Source: an optimization exercise on an open RTL-to-GDS flow (aim: small area, a short achievable clock period and few clock cycles per item). Production flows keep margins and buffers that such runs may drop.
Only simulation tests tie the RTL to the original design; equivalence was not proved.

Setup of job 101:
## pid_heading_speed_controller
module pid_heading_speed_controller
(
    input  logic                 clk,
    input  logic                 rst_n,
    input  logic                 cfg_we,
    input  logic [phsc_pkg::CFG_IDX_W-1:0] cfg_index,
    input  logic [phsc_pkg::DATA_W-1:0]    cfg_data,
    input  logic                 s_axis_tvalid,
    output logic                 s_axis_tready,
    input  logic [2*phsc_pkg::DATA_W-1:0]  s_axis_tdata,    
    output logic                 m_axis_tvalid,
    input  logic                 m_axis_tready,
    output logic [2*phsc_pkg::DATA_W-1:0]  m_axis_tdata     
);
clock: 11.0 ns
lec_check: 0
cap_margin: 20
core_margin: 2
core_utilization: 40
cts_cluster_diameter: 100
cts_cluster_size: 24
place_density: 0.6
slew_margin: 20
standard.sh (not shown) runs the stock make flow with config.mk's settings and CLKGATE_MAP_FILE= SYNTH_SCRIPT=/design/flow/synth_recipe.tcl, a recipe that flattens the netlist after the stock synthesis.
==> flow/flow/run.sh <==
#!/bin/bash
# standard layout, with timing repair aiming below the clock period (setup margin in ns)
set -euo pipefail
MARGIN=$(cat flow/margin.txt)
bash standard.sh SETUP_SLACK_MARGIN=$MARGIN finish > flow_make.log 2>&1
==> flow/flow/margin.txt <==
6.5
Testbench counts of job 101, summed over its fixed seeds: cycles 4,856, items 4,800.
Changes in job 102 relative to job 101:
--- a/flow/design.v
+++ b/flow/design.v
@@ -3311,39 +3311,48 @@
     always_ff @(posedge clk)
     begin
         if (adv)
         begin
             x3   <= hdt_hi;
             h3   <= h2;
             d3   <= d2;
             upd3 <= upd2;
             fz3  <= fz2;
         end
     end
+    logic signed [18:0] xc3;
+    always_comb
+    begin
+        if (x3 > 34'sd131072)
+            xc3 = 19'sd131072;
+        else if (x3 < -34'sd131072)
+            xc3 = -19'sd131072;
+        else
+            xc3 = x3[18:0];
+    end
     logic signed [17:0] integral_reg;
     logic signed [19:0] int_sum;
-    logic               x_hi, x_lo, int_hi, int_lo;
     logic signed [17:0] int_new;
-    assign x_hi    = x3 > 34'sd131072;
-    assign x_lo    = x3 < -34'sd131072;
-    assign int_sum = {{2{integral_reg[17]}}, integral_reg} + {x3[18], x3[18:0]};
-    assign int_hi  = x_hi || (!x_lo && (int_sum > 20'sd65536));
-    assign int_lo  = x_lo || (!x_hi && (int_sum < -20'sd65536));
-    assign int_new = int_hi ? 18'sd65536 : (int_lo ? -18'sd65536 : int_sum[17:0]);
+    assign int_sum = {{2{integral_reg[17]}}, integral_reg} + {xc3[18], xc3};
+    always_comb
+    begin
+        if (int_sum > 20'sd65536)
+            int_new = 18'sd65536;
+        else if (int_sum < -20'sd65536)
+            int_new = -18'sd65536;
+        else
+            int_new = int_sum[17:0];
+    end
     logic [8:0] in_one, in_two, in_neg;
     logic [8:0] in_one_d, in_two_d, in_neg_d;
-    logic [8:0] is_one, is_two, is_neg;
-    phsc_benc #(.BW(18)) u_enc_in (.b(int_sum[17:0]), .one(is_one), .two(is_two), .neg(is_neg));
-    assign in_one_d = (int_hi || int_lo) ? 9'h100 : is_one;
-    assign in_two_d = (int_hi || int_lo) ? 9'h000 : is_two;
-    assign in_neg_d = int_lo ? 9'h100 : (int_hi ? 9'h000 : is_neg);
+    phsc_benc #(.BW(18)) u_enc_in (.b(int_new), .one(in_one_d), .two(in_two_d), .neg(in_neg_d));
     always_ff @(posedge clk or negedge rst_n)
     begin
         if (!rst_n)
         begin
             integral_reg <= '0;
             in_one       <= '0;
             in_two       <= '0;
             in_neg       <= '0;
         end
         else if (adv && v3)
         begin
==> summary.txt <==
- Between job 101 and job 102, the flow reports first-pass GRT wire length increasing by a few percent.
- The higher area of all sequential standard cells came out of job 101.
- Most common library cell in the layout ignoring fill and taps: sky130_fd_sc_hd__inv_1 -> job 102, sky130_fd_sc_hd__a22oi_1 -> job 101
- Run comparison: job 102 critical path launch point x3[3]; job 101 critical path launch point deriv4[4]
- Compared to job 101, job 102 has met2 track demand over resource in global routing 0.74 points higher.
- On area of the die: job 102 sits above job 101.
- Fraction of cell area in non-clock buffers was higher in the run labelled job 102.
Testbench counts of job 102, summed over its fixed seeds: cycles 4,856, items 4,800.

==> separate check: timing with driven ports <==
Ports are ideal in the flow. The routed layouts listed here were re-timed in OpenROAD.
Step 1 sets driving cells, clkbuf_16 on the clock port and buf_2 on the other inputs (assumed; they add their load-dependent delay and slew).
Step 2 times the ports against the registers' clock, not the clock port: input delays grow and output delays shrink by t, the midpoint of the rising clock arrivals with the driver on.
a / b / c = no drivers / after step 1 / after step 2; a / b = the first two.
run	shift t [ns]	setup WS [ns]	worst hold slack (ns)
job 101	1.039	6.453 / 6.453 / 5.656	0.418 / 0.418 / 0.418
job 102	1.048	6.298 / 6.298 / 5.709	0.350 / 0.350 / 0.350
After both steps setup and hold are still met in every run listed. The setup slack of job 101, which loses most, moves by 0.000 ns with the drivers and by -0.797 ns with both steps.
